This is an optimization exercise on Yosys and OpenROAD, whose aim is small area and a short achievable clock period, not a production implementation.
RTL that was checked went through simulation tests only; none was proved equivalent to the original.
No activity file was given, so power comes from the tool's default toggle rates.

## vc_circular_buffer
module vc_circular_buffer #(
    parameter int FLIT_W      = 64,
    parameter int NUM_VC      = 4,
    parameter int BUFFER_SIZE = 8,
    parameter int OFF_THR     = BUFFER_SIZE - 2,
    parameter int ON_THR      = 1,
    localparam int VC_W       = (NUM_VC > 1) ? $clog2(NUM_VC) : 1,
    localparam int CNT_W      = $clog2(BUFFER_SIZE + 1)
) (
    input  logic                    clk,
    input  logic                    rst_n,
    input  logic                    write_i,
    input  logic [VC_W-1:0]         write_vc_i,
    input  logic [FLIT_W-1:0]       input_Data,
    input  logic                    read_i,
    input  logic [VC_W-1:0]         read_vc_i,
    output logic [FLIT_W-1:0]       output_Data,
    output logic [NUM_VC-1:0]       buf_empty,
    output logic [NUM_VC-1:0]       buf_full,
    output logic [NUM_VC-1:0]       buf_On_Off,
    output logic [NUM_VC*CNT_W-1:0] occupancy,
    output logic                    overflow_o,
    output logic                    underflow_o
);
export LEC_CHECK = 0
export ABC_CLOCK_PERIOD_IN_PS = 3000
export CAP_MARGIN = 20
export CORE_MARGIN = 2
export CORE_UTILIZATION = 40
export CTS_CLUSTER_DIAMETER = 100
export CTS_CLUSTER_SIZE = 26
export SETUP_SLACK_MARGIN = 2.5
export SLEW_MARGIN = 20
export SYNTH_HIERARCHICAL = 1
export TNS_END_PERCENT = 5
create_clock -name core_clock -period 5.5 [get_ports {clk}]
standard.sh (not shown) runs the stock make flow with config.mk's settings and CLKGATE_MAP_FILE= SYNTH_SCRIPT=/design/flow/synth_recipe.tcl, a recipe that flattens the netlist after the stock synthesis.
==> flow/flow/run.sh <==
#!/bin/bash
# The standard layout with two changes: the read_vc_i and output_Data pins
# are placed on one edge (flow/io.tcl, run before pin placement), and the
# resizer may change a cell's footprint when it sizes it.
set -euo pipefail
W=$(pwd)
bash standard.sh PRE_IO_PLACEMENT_TCL="$W/flow/io.tcl" MATCH_CELL_FOOTPRINT=0 finish > "$W/standard_flow.log" 2>&1
==> flow/flow/io.tcl <==
# Put the read-VC select in the middle of the data outputs, packed on a short
# stretch of one edge, so the head registers and the output select sit next to
# both and the select nets stay short.
set pins {}
for {set b 0} {$b < 32} {incr b} { lappend pins "output_Data\[$b\]" }
lappend pins {read_vc_i[0]} {read_vc_i[1]}
for {set b 32} {$b < 64} {incr b} { lappend pins "output_Data\[$b\]" }
set_io_pin_constraint -group -order -pin_names $pins -region bottom:175-265
Then changed:
--- a/flow/flow/io.tcl
+++ b/flow/flow/io.tcl
@@ -8 +8 @@
-set_io_pin_constraint -group -order -pin_names $pins -region bottom:175-265
+set_io_pin_constraint -group -order -pin_names $pins -region bottom:140-300
- SETUP_SLACK_MARGIN: 2.5 -> 2.3
The changed run ran to the end with no violations. Die area stays the same. Worst setup slack loses 0.076 ns. Utilization came out lower by 0.51 points.
Then changed:
--- a/flow/flow/io.tcl
+++ b/flow/flow/io.tcl
@@ -8 +8 @@
-set_io_pin_constraint -group -order -pin_names $pins -region bottom:140-300
+set_io_pin_constraint -group -order -pin_names $pins -region bottom:190-250
- SETUP_SLACK_MARGIN: 2.3 -> 2.5
Effect:
- The changed run stopped in I/O pin placement with PPL-0111
- synthesized area does not change
- synthesized cell count does not change
Then changed:
--- a/flow/flow/io.tcl
+++ b/flow/flow/io.tcl
@@ -8 +8 @@
-set_io_pin_constraint -group -order -pin_names $pins -region bottom:190-250
+set_io_pin_constraint -group -order -pin_names $pins -region bottom:140-300
- PLACE_DENSITY: default -> 0.75
Result: Now the flow finished with timing, DRC and antenna clean; area after synthesis does not change; synthesized cell count is unchanged.
Then changed:
- PLACE_DENSITY: 0.75 -> default
Count of clock-buffer cells in the layout grows by 13.
Worst setup slack is better by 0.092 ns.
Routed wire length grows by 6.0%.
Then changed:
- SETUP_SLACK_MARGIN: 2.5 -> 3.0
The new run finished with timing, DRC and antenna clean.
Power rises by 2.0%.
Area after synthesis is unchanged.
Final cell count goes up by 1.6%.
Worst setup slack is worse by 0.15 ns.
Routed wire length grows by 8.0%.
Cell area rises by 2.5%.

Another version of the RTL of vc_circular_buffer (not shown whole).
Size: about 4,100 cells after synthesis, about 2,100 flip-flops, ~170 I/O pins, ~79,000 sq um of cells after synthesis.
make LEC_CHECK=0 ABC_CLOCK_PERIOD_IN_PS=3000 CAP_MARGIN=20 CORE_MARGIN=2 CORE_UTILIZATION=55 CTS_CLUSTER_DIAMETER=100 CTS_CLUSTER_SIZE=30 SETUP_SLACK_MARGIN=2.5 SLEW_MARGIN=20 SYNTH_HIERARCHICAL=1 TNS_END_PERCENT=5 finish   # period 5.5 ns
run.sh (not shown) runs the stock make flow with config.mk's settings and CLKGATE_MAP_FILE= SYNTH_SCRIPT=/design/flow/synth_recipe.tcl, a recipe that flattens the netlist after the stock synthesis.
Stock flow here: none of the scripts above is used.
The starting point ran to the end with no violations.
Rerun with:
==> flow/flow/run.sh (new file) <==
#!/bin/bash
# The standard layout with two changes: the read_vc_i and output_Data pins
# are placed on one edge (flow/io.tcl, run before pin placement), and the
# resizer may change a cell's footprint when it sizes it.
set -euo pipefail
W=$(pwd)
bash standard.sh PRE_IO_PLACEMENT_TCL="$W/flow/io.tcl" MATCH_CELL_FOOTPRINT=0 finish > "$W/standard_flow.log" 2>&1
==> flow/flow/io.tcl (new file) <==
# Put the read-VC select and the data output on one edge, so the head
# registers and the output select sit next to both.
set pins {read_vc_i[0] read_vc_i[1]}
for {set b 0} {$b < 64} {incr b} { lappend pins "output_Data\[$b\]" }
set_io_pin_constraint -pin_names $pins -region bottom:*
==> flow/standard.sh (new file) <==
#!/bin/bash
# synth_recipe.tcl (not shown) runs the flow's synth.tcl, then flattens the netlist and writes it again
# the make line also repeats each setting of config.mk as NAME=value (left out here)
make -C /OpenROAD-flow-scripts/flow DESIGN_CONFIG=/design/flow/config.mk WORK_HOME=/design/flow/orfs CLKGATE_MAP_FILE= SYNTH_SCRIPT=/design/flow/synth_recipe.tcl "${@:-finish}"
Settings changed: CORE_UTILIZATION 55 to 40.
removed: flow/run.sh
Core utilization goes down by 17 points.
Synthesized cell count does not change.
Count of clock-buffer cells in the layout goes up by 3.
No run of this note included a check of the RTL's function; only the layout flow was run.

==> separate check: timing with driven ports <==
Ports are ideal in the flow. The routed layouts listed here were re-timed in OpenROAD.
Step 1: set_driving_cell puts a clkbuf_16 on clk and a buf_2 on each other input, an assumption about the parent block.
Step 2 also shifts input and output timing later by t, the mid clock arrival at the registers, as if the neighbouring blocks saw the same clock.
a / b / c = ideal / step 1 / step 2; a / b = the first two.
| run | shift t [ns] | setup slack, ns | worst setup path at the end | slew at the worst register clock pin (ns) | cell pins on the clock port's net |
|---|---|---|---|---|---|
| the first run of note 1 | 0.832 | 2.184 / 1.687 / 1.503 | input to register | 0.11 / 0.11 | 1 |
| the second run of note 1 | 0.829 | 2.108 / 1.956 / 1.386 | input to register | 0.11 / 0.11 | 1 |
| the fourth run of note 1 | 0.843 | 2.133 / 1.726 / 1.346 | input to register | 0.11 / 0.11 | 1 |
| the fifth run of note 1 | 0.843 | 2.225 / 1.762 / 1.435 | input to register | 0.11 / 0.11 | 1 |
| the sixth run of note 1 | 0.857 | 2.074 / 1.915 / 1.393 | input to register | 0.11 / 0.11 | 1 |
| the first run of note 2 | 0.814 | 1.979 / 1.932 / 1.478 | input to register | 0.12 / 0.12 | 1 |
| the second run of note 2 | 0.829 | 2.010 / 1.949 / 1.459 | input to register | 0.12 / 0.12 | 1 |
After both steps every run listed still meets setup and hold. For the fifth run of note 1, which loses most, drivers alone change the setup slack by -0.463 ns; drivers and shift together by -0.790 ns.
